What follows belongs to an exercise in optimizing a design on an open flow for small area, a short achievable clock period and few clock cycles; a production flow would make more cautious choices.
Only simulation tests tie the RTL to the original design; equivalence was not proved.

==> flow/design.v <==
module ntt_pe_core #(
  parameter int DATA_SIZE_ARB = 13,
  parameter int RING_SIZE     = 16
) (
  input  logic                         clk,
  input  logic                         reset,
  input  logic                         valid,
  input  logic [DATA_SIZE_ARB-1:0]     din,
  input  logic [DATA_SIZE_ARB-1:0]     q,
  input  logic [DATA_SIZE_ARB-1:0]     twiddle_i,
  output logic [$clog2(RING_SIZE)-1:0] tw_addr,
  output logic                         busy,
  output logic [DATA_SIZE_ARB-1:0]     dout,
  output logic                         dout_valid,
  output logic                         done
);
  localparam int W = 13;
  logic [W-1:0] qr;      
  function automatic logic [W+1:0] rca(input logic [W:0] x, input logic [W:0] y, input logic cin);
    logic c;
    c = cin;
    for (int i = 0; i <= W; i++) begin
      rca[i] = x[i] ^ y[i] ^ c;
      c      = (x[i] & y[i]) | (c & (x[i] ^ y[i]));
    end
    rca[W+1] = c;
  endfunction
  function automatic logic [W-1:0] madd(input logic [W-1:0] a, input logic [W-1:0] b,
                                        input logic [W-1:0] m);
    logic [W+1:0] s, t;
    s = rca({1'b0, a}, {1'b0, b}, 1'b0);
    t = rca(s[W:0], ~{1'b0, m}, 1'b1);
    madd = t[W+1] ? t[W-1:0] : s[W-1:0];
  endfunction
  function automatic logic [W-1:0] msub(input logic [W-1:0] a, input logic [W-1:0] b,
                                        input logic [W-1:0] m);
    logic [W+1:0] d, e;
    d = rca({1'b0, a}, ~{1'b0, b}, 1'b1);
    e = rca(d[W:0], {1'b0, m}, 1'b0);
    msub = d[W+1] ? d[W-1:0] : e[W-1:0];
  endfunction
  logic [W-1:0] ma, mr, tw_r;
  logic [3:0]   z;
  logic [13:0]  mu;
  logic [25:0]  bp, bps;
  logic [27:0]  bq2;
  logic [14:0]  br0;
  logic [15:0]  br1, br2;
  logic [W-1:0] bres;
  always_comb begin
    bp   = {13'b0, ma} * {13'b0, tw_r};
    bps  = bp >> (4'd12 - z);
    bq2  = {14'b0, bps[13:0]} * {14'b0, mu};
    br0  = bp[14:0] - ({1'b0, bq2[27:14]} * {2'b0, qr});
    br1  = {1'b0, br0} - {3'b0, qr};
    br2  = {1'b0, br0} - {2'b0, qr, 1'b0};
    bres = !br2[15] ? br2[W-1:0] : !br1[15] ? br1[W-1:0] : br0[W-1:0];
  end
  logic [3:0]   cnt_in;    
  logic         acc;
  assign acc = valid && !busy;
  logic [W-1:0] xr;        
  logic [W-1:0] q_in;      
  logic [W-1:0] d1 [8];    
  logic         ev;        
  logic [3:0]   xi;        
  logic [2:0]   dv_cnt;
  logic         dv_run;
  logic [13:0]  dv_r;
  logic [14:0]  dv_q;
  logic [3:0]   dv_z;
  logic [W-1:0] dv_qn;
  logic [3:0]   zq;
  logic [14:0]  dv_t1, dv_t2;
  logic [13:0]  dv_r1;
  always_comb begin
    zq = 4'd0;
    for (int i = 0; i < W; i++) if (qr[i]) zq = 4'(12 - i);
    dv_t1 = {dv_r, 1'b0} - {2'b0, dv_qn};
    dv_r1 = dv_t1[14] ? {dv_r[12:0], 1'b0} : dv_t1[13:0];
    dv_t2 = {dv_r1, 1'b0} - {2'b0, dv_qn};
  end
  always_ff @(posedge clk) begin
    xr   <= din;
    q_in <= q;
    if (ev) begin
      d1[0] <= xr;
      for (int i = 1; i < 8; i++) d1[i] <= d1[i-1];
    end
    if (ev && xi == 4'd0) qr <= q_in;
  end
  always_ff @(posedge clk) begin
    if (!reset) begin
      dv_run <= 1'b0;
      dv_cnt <= 3'd0;
    end else if (ev && xi == 4'd0) begin
      dv_run <= 1'b1;
      dv_cnt <= 3'd0;
    end else if (dv_run) begin
      dv_cnt <= dv_cnt + 3'd1;
      if (dv_cnt == 3'd7) dv_run <= 1'b0;
    end
  end
  always_ff @(posedge clk) begin
    if (dv_run) begin
      if (dv_cnt == 3'd0) begin
        dv_z  <= zq;
        dv_qn <= qr << zq;
        dv_r  <= 14'd8192 - {1'b0, qr << zq};
        dv_q  <= 15'd1;
      end else begin
        dv_r <= dv_t2[14] ? {dv_r1[12:0], 1'b0} : dv_t2[13:0];
        dv_q <= {dv_q[12:0], !dv_t1[14], !dv_t2[14]};
        if (dv_cnt == 3'd7) begin
          mu <= {dv_q[12:0], !dv_t1[14]};
          z  <= dv_z;
        end
      end
    end
  end
  logic         e1;        
  logic [2:0]   n1;
  logic [W-1:0] s1, dd1;   
  logic [W-1:0] p2, q2;    
  logic         mv1, mv2;  
  logic [2:0]   nm1, nm2;
  logic [W-1:0] p2d, q2d;  
  assign e1  = ev && xi[3];
  assign n1  = xi[2:0];
  logic [W-1:0] rp [4], rq [4], rpd [4], rqd [4];
  logic [4:0]   tau;       
  logic [4:0]   oc;        
  logic [1:0]   gsel;      
  logic [W-1:0] e0, e1v, e2v, e3v, f0, f1, ua, ub, ox, ox8, f2;
  logic [W-1:0] g1, g3, dq;
  logic [W-1:0] dl8 [8];
  logic         e2s, e2d;  
  logic [W-1:0] xa, xb;
  assign e2s = e1 && n1[2];
  assign e2d = mv2 && nm2[2];
  always_comb begin
    s1  = madd(d1[7], xr, qr);
    dd1 = msub(d1[7], xr, qr);
    gsel = 2'(tau - 5'd6);
    case (gsel)
      2'd0: begin e0 = rp[3];  e1v = rp[2];  e2v = rp[1];  e3v = rp[0];  end
      2'd1: begin e0 = rpd[3]; e1v = rpd[2]; e2v = rpd[1]; e3v = rpd[0]; end
      2'd2: begin e0 = rq[3];  e1v = rq[2];  e2v = rq[1];  e3v = rq[0];  end
      default: begin e0 = rqd[3]; e1v = rqd[2]; e2v = rqd[1]; e3v = mr; end
    endcase
    xa = e2d ? rpd[3] : e0;
    xb = e2d ? mr : e2v;
    f0 = madd(xa, xb, qr);
    f2 = msub(xa, xb, qr);
    f1 = madd(e1v, e3v, qr);
    ua = e2s ? rp[3] : (tau >= 5'd10) ? e0 : f0;
    ub = e2s ? s1 : (tau >= 5'd10) ? mr : f1;
    ox  = madd(ua, ub, qr);
    ox8 = msub(ua, ub, qr);
    p2  = ox;
    q2  = ox8;
    p2d = f0;
    q2d = f2;
    case (2'(tau - 5'd8))
      2'd0: begin g1 = rp[2];  g3 = rp[0];  end
      2'd1: begin g1 = rpd[2]; g3 = rpd[0]; end
      2'd2: begin g1 = rq[2];  g3 = rq[0];  end
      default: begin g1 = rqd[2]; g3 = rqd[0]; end
    endcase
    dq = msub(g1, g3, qr);
  end
  function automatic logic [3:0] tw_of(input logic [4:0] t);
    case (t)
      5'd1, 5'd4: tw_of = 4'd2;
      5'd2, 5'd5: tw_of = 4'd4;
      5'd3, 5'd6: tw_of = 4'd6;
      default:    tw_of = 4'd4;
    endcase
  endfunction
  always_ff @(posedge clk) begin
    tw_r <= twiddle_i;
    mr   <= bres;
    if (e1) begin
      for (int i = 1; i < 4; i++) rp[i] <= rp[i-1];
      rp[0] <= e2s ? p2 : s1;
    end
    if (e2s) begin
      for (int i = 1; i < 4; i++) rq[i] <= rq[i-1];
      rq[0] <= q2;
    end
    if ((e1 && n1 == 3'd0) || mv2) begin
      for (int i = 1; i < 4; i++) rpd[i] <= rpd[i-1];
      rpd[0] <= e2d ? p2d : mv2 ? mr : dd1;
    end
    if (e2d) begin
      for (int i = 1; i < 4; i++) rqd[i] <= rqd[i-1];
      rqd[0] <= q2d;
    end
    if (e1 && n1 != 3'd0) ma <= dd1;
    else begin
      case (tau)
        5'd2:  ma <= rq[2];
        5'd3:  ma <= rq[1];
        5'd4:  ma <= rq[0];
        5'd5:  ma <= rqd[2];
        5'd6:  ma <= rqd[1];
        5'd7:  ma <= rqd[0];
        5'd8, 5'd9, 5'd10, 5'd11: ma <= dq;
        default: ;
      endcase
    end
    case (tau)
      5'd4: rq[2]  <= mr;
      5'd5: rq[1]  <= mr;
      5'd6: rq[0]  <= mr;
      5'd7: rqd[2] <= mr;
      5'd8: rqd[1] <= mr;
      5'd9: rqd[0] <= mr;
      default: ;
    endcase
    case (tau)
      5'd6: rp[3]  <= f2;
      5'd7: rpd[3] <= f2;
      5'd8: rq[3]  <= f2;
      5'd9: rqd[3] <= f2;
      default: ;
    endcase
    dl8[0] <= ox8;
    for (int i = 1; i < 8; i++) dl8[i] <= dl8[i-1];
    if (oc != 5'd0) dout <= dl8[7];
    else dout <= ox;
  end
  always_ff @(posedge clk) begin
    if (!reset) begin
      cnt_in     <= 4'd0;
      busy       <= 1'b0;
      ev         <= 1'b0;
      xi         <= 4'd0;
      mv1        <= 1'b0;
      mv2        <= 1'b0;
      nm1        <= 3'd0;
      nm2        <= 3'd0;
      tau        <= 5'd0;
      oc         <= 5'd0;
      dout_valid <= 1'b0;
      done       <= 1'b0;
      tw_addr    <= 4'd0;
    end else begin
      ev   <= acc;
      xi   <= cnt_in;
      busy <= acc && cnt_in == 4'd15;
      if (acc) cnt_in <= cnt_in + 4'd1;
      mv1  <= e1 && n1 != 3'd0;
      nm1  <= n1;
      mv2  <= mv1;
      nm2  <= nm1;
      if (ev && xi == 4'd15) tau <= 5'd2;
      else if (tau == 5'd13) tau <= 5'd0;
      else if (tau != 5'd0) tau <= tau + 5'd1;
      if (tau == 5'd13) oc <= 5'd14;
      else if (oc == 5'd21) oc <= 5'd0;
      else if (oc != 5'd0) oc <= oc + 5'd1;
      dout_valid <= (tau >= 5'd6) || (oc != 5'd0);
      done       <= (oc == 5'd21);
      if (ev && xi[3] && xi[2:0] != 3'd7) tw_addr <= 4'(xi[2:0] + 3'd1);
      else if (ev && xi == 4'd15) tw_addr <= tw_of(5'd1);
      else if (tau >= 5'd2 && tau <= 5'd10) tw_addr <= tw_of(tau);
    end
  end
endmodule
==> flow/run.sh <==
#!/bin/bash
# synth_recipe.tcl (not shown) runs the flow's synth.tcl, then flattens the netlist and writes it again
# the make line also repeats each setting of config.mk as NAME=value (left out here)
make -C /OpenROAD-flow-scripts/flow DESIGN_CONFIG=/design/flow/config.mk WORK_HOME=/design/flow/orfs CLKGATE_MAP_FILE= SYNTH_SCRIPT=/design/flow/synth_recipe.tcl finish
==> flow/config.mk <==
export PLATFORM = sky130hd
export DESIGN_NAME = ntt_pe_core
export DESIGN_NICKNAME = ntt_pe_core
export VERILOG_FILES = /design/flow/design.v
export SDC_FILE = /design/flow/constraint.sdc
export NUM_CORES = 4
export LEC_CHECK = 0
export CAP_MARGIN = 20
export CORE_MARGIN = 2
export CORE_UTILIZATION = 40
export SLEW_MARGIN = 20
==> flow/constraint.sdc <==
create_clock -name core_clock -period 100.0 [get_ports {clk}]
set_input_delay 20.0000 -clock core_clock [delete_from_list [all_inputs] [get_ports {clk}]]
set_output_delay 20.0000 -clock core_clock [all_outputs]
set_load 0.01 [all_outputs]
==> flow_summary.yaml, run 1 <==
clock_tree:
  cts.repair.resized: 0
  cts_buffer_depth: 3
  cts_sinks: 603
  hold_buffers: 0
  clock_latency_ns: 0.64
  cts_setup_buffers: 0
  cts_tree: "built"
  cts_made_buffers: 67
  clkTransAtPathRegs_ns: 0.06
  clockRootBuffer: "clkbuf_16"
  cts.htree.levels: 3
synth:
  syn_area_per_cell_um2: 10.3
  synth_edf_count: 400
  ys_seq_area_share_pct: 33.1
  yosys-top-cells-count: "inv_1 (627), nand2_1 (560), fa_1 (532)"
  synth_xor_area_share_pct: 2.46
  synth_flop_cell: "edfxtp_1"
  synth_top_area_share_pct: 24.7
  yosys.area_share.simple_pct: 12.1
  ys_warn_count: 7
  synth_compound_area_share_pct: 10.6
  synth-seq-cells: 603
  synth.distinct_cells: 90
  synth_top_family_by_area: "adder cells"
  yosys-top-cells-area: "edfxtp_1 (25%), fa_1 (22%), dfxtp_1 (8.4%)"
  syn_inst: 4708
  syn-cell-area_um2: 48600
  synthAdderAreaFrac_pct: 29.3
  yosysMostFrequentCell: "inv_1"
  synthArstFlopShare_pct: 0
  synth_top_cell_by_area: "edfxtp_1"
  synth_fp_nets: 5568
  muxShareOfSynthArea_pct: 5.69
sta:
  max_freq_mhz: 46.4
  drv_slew: 0
  fin_skew_ns: 0.0330
  timing.final.crit_share_pct: 21.5
  rsz0062_at_grt: "no"
  layout_min_cycle_time_ns: 21.53
  tns_ns: 0
  finalHoldViolations: 0
  setup_viol: 0
  worst_pin_slew_ns: 1.14
  maxSlewHeadroom_pct: 23.7
layout:
  instances_no_fill: 6337
  areaGrowthSynthToFinish_pct: 9.45
  fin_nets: 5533
  fin_area_um2: 53200
  drive_gt1_share_pct: 6.98
  antenna_cells: 0
place:
  hpwl_mm: 100
  io_buffers: 61
  dp.cells: 6215
  place_area_um2: 51000
  gp_congestion: 0.925
floorplanning:
  floorplan.die.width_um: 352
  num_io_pins: 62
  die-area_um2: 124000
  core.rowCount: 127
  core_um2: 120000
  initial_core_util_pct: 40.4
  die_h_um: 352
global_routing:
  track_usage_pct: 21.6
  globalRouteOverflowTotal: 0
  grt_pass1_wl_mm: 209
  grt_antenna_before_repair: 0
  grt_pass1_vias: 35400
  grt_max_degree: 91
critical_path:
  worst-setup-path-type: "reg -> out"
  cp_slowest_cell: "clkdlybuf4s50_1"
  critPathMaxFanout: 2
  crit_chain: "clkdlybuf4s50_1"
  cp_top_family: "buffers and inverters"
  cp_data_arrival_time_ns: 1.53
  critPathMaxStageDelay_ns: 0.55
  cp_num_buf_inv: 1
  worstSetupEndpointType: "output port"
  critical_path_required_ns: 80.00
  worstSetupStartpointType: "flop"
drt:
  drcViolationCount: 0
  drtAntennaViolNets: 0
  drt_iter0_markers: 3610
  dr.pass1.iters: 9
  vias: 34400
  wl_per_cell_um: 21.2
  wl_mm: 134
  avgViaCountPerCell: 5.42
min_path:
  worst_hold_path_type: "reg -> reg"
outcome:
  status: "complete, no violations"
job:
  maxCapViolations: 0
layout by cell type, fill, tap and decap left out, drive strengths merged, types with 11 or more instances in the layout:
cell type / synthesis / layout
inv: 628 / 639
nand2: 561 / 561
fa: 532 / 532
edfxtp: 400 / 400
ha: 286 / 286
and2: 248 / 248
nor2: 247 / 247
a21oi: 232 / 232
o21ai: 207 / 207
dfxtp: 203 / 203
mux2i: 141 / 141
clkbuf: 214 / 92
mux2: 90 / 90
a222oi: 87 / 87
xnor2: 86 / 86
buf: 35 / 84
clkdlybuf4s50: 0 / 61
xor2: 39 / 39
a211oi: 36 / 36
and3: 34 / 34
nand3: 34 / 34
a21o: 34 / 34
nor3: 28 / 28
o211ai: 23 / 23
nor2b: 20 / 20
nand2b: 20 / 20
o21a: 17 / 17
clkinv: 2 / 17
o21bai: 16 / 16
mux4: 15 / 15
a21boi: 15 / 15
a31oi: 14 / 14
nand4: 12 / 12
o211a: 12 / 12
a221oi: 12 / 12
a22oi: 11 / 11
nor4: 11 / 11
flip-flops by register name, indices dropped and copies added (netlist names), 13 cells and up:
name	cells
d1	104
dl8	104
rp	52
rpd	52
rq	52
rqd	52
dv_r	14
mu	14
dout	13
dv_q	13
dv_qn	13
ma	13
mr	13
q_in	13
qr	13
tw_r	13
xr	13
layout make-up:
type                       count  area [um2]
clock inverter                29         303
fill                       11400       67000
clock buffer                  92        1880
inverter                     630        2360
sequential                   603       16100
tap                         1612        2020
timing repair buffer         145        1260
multi-input combinational   3226       29200
path summary, 6_finish.rpt:
path	start	endpoint	slack [ns]	cells after the start
worst min register to register	dl8[4][6]	dl8[5][6]	0.31	0
worst min-delay path	dl8[4][6]	dl8[5][6]	0.31	0
worst max register to register	ma[5]	mr[6]	79.13	68
worst max-delay path	tw_addr[3]	tw_addr[3]	78.47	1
metal layers:
layer	GRT usage, %	up-vias	wire [um]
met4	8.75	0	6020
li1	-	15700	-
met5	0	-	0
met2	35.9	1319	63400
met1	28.1	17000	55100
met3	3.60	287	9860
metrics by stage:
step / setup slack, ns / hold slack (ns) / util [%]
2_1_floorplan: 79.27 / 0.310 / -
3_3_place_gp: 78.50 / 0.310 / 42.4
3_5_place_dp: 78.49 / 0.312 / 42.4
4_1_cts: 78.45 / 0.308 / 44.2
5_1_grt: 77.87 / 0.307 / 44.2
6_report: 78.47 / 0.309 / 44.2
kinds of logic after synthesis:
| family | count (synthesis) |
|---|---|
| flops | 603 |
| compound gates | 772 |
| buf+inv | 879 |
| fa+ha+maj | 818 |
| simple gates | 1261 |
| xor+xnor | 129 |
| mux | 246 |
Testbench counts, summed over its fixed seeds: cycles 3,424.
==> run 2: changes to the inputs <==
--- a/flow/design.v
+++ b/flow/design.v
@@ -16,5 +16,7 @@
 );
   localparam int W = 13;
-  logic [W-1:0] qr;      
+  logic [W-1:0] q_in;
+  logic [W-1:0] qr;
+  assign qr = q_in;
   function automatic logic [W+1:0] rca(input logic [W:0] x, input logic [W:0] y, input logic cin);
     logic c;
@@ -61,5 +63,4 @@
   assign acc = valid && !busy;
   logic [W-1:0] xr;        
-  logic [W-1:0] q_in;      
   logic [W-1:0] d1 [8];    
   logic         ev;        
@@ -88,5 +89,4 @@
       for (int i = 1; i < 8; i++) d1[i] <= d1[i-1];
     end
-    if (ev && xi == 4'd0) qr <= q_in;
   end
   always_ff @(posedge clk) begin
@@ -103,18 +103,16 @@
   end
   always_ff @(posedge clk) begin
-    if (dv_run) begin
-      if (dv_cnt == 3'd0) begin
-        dv_z  <= zq;
-        dv_qn <= qr << zq;
-        dv_r  <= 14'd8192 - {1'b0, qr << zq};
-        dv_q  <= 15'd1;
-      end else begin
-        dv_r <= dv_t2[14] ? {dv_r1[12:0], 1'b0} : dv_t2[13:0];
-        dv_q <= {dv_q[12:0], !dv_t1[14], !dv_t2[14]};
-        if (dv_cnt == 3'd7) begin
-          mu <= {dv_q[12:0], !dv_t1[14]};
-          z  <= dv_z;
-        end
-      end
+    dv_z  <= zq;
+    dv_qn <= qr << zq;
+    if (dv_run && dv_cnt == 3'd0) begin
+      dv_r  <= 14'd8192 - {1'b0, dv_qn};
+      dv_q  <= 15'd1;
+    end else begin
+      dv_r <= dv_t2[14] ? {dv_r1[12:0], 1'b0} : dv_t2[13:0];
+      dv_q <= {dv_q[12:0], !dv_t1[14], !dv_t2[14]};
+    end
+    if (dv_run && dv_cnt == 3'd7) begin
+      mu <= {dv_q[12:0], !dv_t1[14]};
+      z  <= dv_z;
     end
   end
@@ -147,5 +145,5 @@
       2'd1: begin e0 = rpd[3]; e1v = rpd[2]; e2v = rpd[1]; e3v = rpd[0]; end
       2'd2: begin e0 = rq[3];  e1v = rq[2];  e2v = rq[1];  e3v = rq[0];  end
-      default: begin e0 = rqd[3]; e1v = rqd[2]; e2v = rqd[1]; e3v = mr; end
+      default: begin e0 = rqd[3]; e1v = rqd[1]; e2v = rqd[0]; e3v = mr; end
     endcase
     xa = e2d ? rpd[3] : e0;
@@ -188,4 +186,7 @@
       for (int i = 1; i < 4; i++) rq[i] <= rq[i-1];
       rq[0] <= q2;
+    end else if (tau >= 5'd2 && tau <= 5'd6) begin
+      for (int i = 1; i < 3; i++) rq[i] <= rq[i-1];
+      rq[0] <= mr;
     end
     if ((e1 && n1 == 3'd0) || mv2) begin
@@ -196,27 +197,16 @@
       for (int i = 1; i < 4; i++) rqd[i] <= rqd[i-1];
       rqd[0] <= q2d;
+    end else if (tau >= 5'd5 && tau <= 5'd9) begin
+      for (int i = 1; i < 3; i++) rqd[i] <= rqd[i-1];
+      rqd[0] <= mr;
     end
     if (e1 && n1 != 3'd0) ma <= dd1;
     else begin
       case (tau)
-        5'd2:  ma <= rq[2];
-        5'd3:  ma <= rq[1];
-        5'd4:  ma <= rq[0];
-        5'd5:  ma <= rqd[2];
-        5'd6:  ma <= rqd[1];
-        5'd7:  ma <= rqd[0];
-        5'd8, 5'd9, 5'd10, 5'd11: ma <= dq;
-        default: ;
+        5'd2, 5'd3, 5'd4: ma <= rq[2];
+        5'd5, 5'd6, 5'd7: ma <= rqd[2];
+        default: ma <= dq;
       endcase
     end
-    case (tau)
-      5'd4: rq[2]  <= mr;
-      5'd5: rq[1]  <= mr;
-      5'd6: rq[0]  <= mr;
-      5'd7: rqd[2] <= mr;
-      5'd8: rqd[1] <= mr;
-      5'd9: rqd[0] <= mr;
-      default: ;
-    endcase
     case (tau)
       5'd6: rp[3]  <= f2;
==> flow_summary.yaml, run 2 <==
drt:
  dr.pass1.iters: 8
  avgViaCountPerCell: 5.38
  wl_mm: 123
  drt_iter0_markers: 3177
  drcViolationCount: 0
  vias: 32900
  drtAntennaViolNets: 0
  wl_per_cell_um: 20.1
clock_tree:
  cts_tree: "built"
  hold_buffers: 0
  cts_made_buffers: 68
  cts.repair.resized: 0
  cts_sinks: 590
  clockRootBuffer: "clkbuf_16"
  clock_latency_ns: 0.67
  cts.htree.levels: 3
  cts_setup_buffers: 0
  clkTransAtPathRegs_ns: 0.07
  cts_buffer_depth: 3
synth:
  synth_top_cell_by_area: "fa_1"
  synth_fp_nets: 5428
  synth_edf_count: 330
  synth-seq-cells: 590
  yosys-top-cells-count: "inv_1 (608), nand2_1 (547), fa_1 (532)"
  ys_seq_area_share_pct: 32.6
  syn_area_per_cell_um2: 10.1
  synth_top_area_share_pct: 23.0
  syn_inst: 4568
  yosysMostFrequentCell: "inv_1"
  syn-cell-area_um2: 46300
  synthArstFlopShare_pct: 0
  ys_warn_count: 7
  synth.distinct_cells: 90
  yosys-top-cells-area: "fa_1 (23%), edfxtp_1 (21%), dfxtp_1 (11%)"
  synth_flop_cell: "edfxtp_1"
layout:
  areaGrowthSynthToFinish_pct: 9.98
  fin_area_um2: 51000
  final_common_cell: "inv_1"
  top_regs: "d1: 104 flops, dl8: 104 flops"
  drive_gt1_share_pct: 6.40
  layout_common_cells: "inv_1 (607), nand2_1 (545), fa_1 (532)"
  fin_nets: 5416
  nFillCells: 10800
floorplanning:
  floorplan.die.width_um: 344
  initial_core_util_pct: 40.4
  num_io_pins: 62
  core.rowCount: 124
  core_um2: 115000
  die-area_um2: 119000
  die_h_um: 344
global_routing:
  track_usage_pct: 21.2
  grt_antenna_before_repair: 5
  globalRouteOverflowTotal: 0
  grt_pass1_wl_mm: 193
  grt_pass1_vias: 33000
  grt_max_degree: 90
critical_path:
  worstSetupEndpointType: "output port"
  critPathMaxFanout: 2
  cp_slowest_cell: "clkdlybuf4s50_1"
  worst-setup-path-type: "reg -> out"
  critical_path_required_ns: 80.00
  cp_data_arrival_time_ns: 1.54
  cp_top_family: "buffers and inverters"
  worstSetupStartpointType: "flop"
  crit_chain: "clkdlybuf4s50_1"
  cp_num_buf_inv: 1
  critPathMaxStageDelay_ns: 0.53
sta:
  rsz0062_at_grt: "no"
  max_freq_mhz: 46.4
  worst_pin_slew_ns: 1.11
  fin_skew_ns: 0.0534
  layout_min_cycle_time_ns: 21.54
  tns_ns: 0
  setup_viol: 0
  maxSlewHeadroom_pct: 25.5
  finalHoldViolations: 0
  drv_slew: 0
  timing.final.crit_share_pct: 21.5
outcome:
  status: "complete, no violations"
min_path:
  worst_hold_path_type: "reg -> reg"
place:
  gp_congestion: 0.874
  hpwl_mm: 89.0
  io_buffers: 61
  place_area_um2: 48600
job:
  maxCapViolations: 0
[run 2: changes by cell type after synthesis, sizes merged, moves of 20 or more]
cell,change
a21o,+20
and2,+25
clkbuf,-32
dfxtp,+57
edfxtp,-70
mux2,-42
mux2i,-51
o21ai,+33
[run 2: path summary, 6_finish.rpt]
path / start / to / slack [ns] / depth (start not counted)
worst min register to register: dl8[6][1] / dl8[7][1] / 0.32 / 0
worst max register to register: tw_r[3] / mr[1] / 79.11 / 78
worst min-delay path: dl8[6][1] / dl8[7][1] / 0.32 / 0
worst max-delay path: tw_addr[0] / tw_addr[0] / 78.46 / 1
[run 2: final cells by class]
type                            count  area [um2]  area share, %
Antenna cell                        1        2.50        0.00491
Clock buffer                       85        1860           3.65
Clock inverter                     37         467          0.916
Inverter                          610        2290           4.49
Multi-Input combinational cell   3148       28100           55.2
Sequential cell                   590       15100           29.7
Tap cell                         1512        1890           3.71
Timing Repair Buffer              138        1190           2.34
[run 2: kinds of logic after synthesis]
| kind of cell | after synthesis | synth area share, % |
|---|---|---|
| adder cells (fa/ha/maj) | 818 | 30.7 |
| AND/OR/NAND/NOR | 1266 | 12.8 |
| flip-flops | 590 | 32.6 |
| AO/OA/AOI/OAI | 797 | 11.2 |
| multiplexers | 144 | 3.40 |
| buffers and inverters | 830 | 6.77 |
| XOR/XNOR | 123 | 2.50 |
[run 2: routing by layer]
layer  GRT usage [%]  wire, um  vias up
met1            30.1     54600    16300
met2            32.8     54900     1198
met4            6.84      3710        0
met5               0         0        -
met3            3.67      9900      201
li1                -         -    15200
[run 2: stage by stage]
stage | utilization [%] | worst slack, ns | hold slack, ns | std cells
floorplan | - | 79.27 | 0.310 | 4568
global placement | 42.4 | 78.52 | 0.310 | 5998
detailed placement | 42.4 | 78.50 | 0.312 | 5998
CTS | 44.4 | 78.42 | 0.323 | 6120
global route | 44.4 | 77.94 | 0.325 | 6120
finish | 44.4 | 78.46 | 0.318 | 6121
Testbench counts of run 2, summed over its fixed seeds: cycles 3,424.

==> port drivers added, routing unchanged <==
The flow's constraints put no driver on any port. The routed layouts listed below were extracted and timed again, unchanged, in two steps. Step 1 sets driving cells, clkbuf_16 on the clock port and buf_2 on the other inputs (assumed; they add their load-dependent delay and slew). Step 2 times the ports against the registers' clock, not the clock port: input delays grow and output delays shrink by t, the midpoint of the rising clock arrivals with the driver on. Three values: ideal, step 1, step 2; two values: the first two.
run | t, ns | slack for setup (ns) | latest minus earliest clock arrival (ns)
run 1 | 0.694 | 78.470 / 78.399 / 78.438 | 0.033 / 0.033
run 2 | 0.709 | 78.463 / 78.394 / 78.493 | 0.054 / 0.053
After both steps setup and hold are still met in every run listed. For run 1, which loses most, drivers alone change the setup slack by -0.071 ns; drivers and shift together by -0.032 ns.
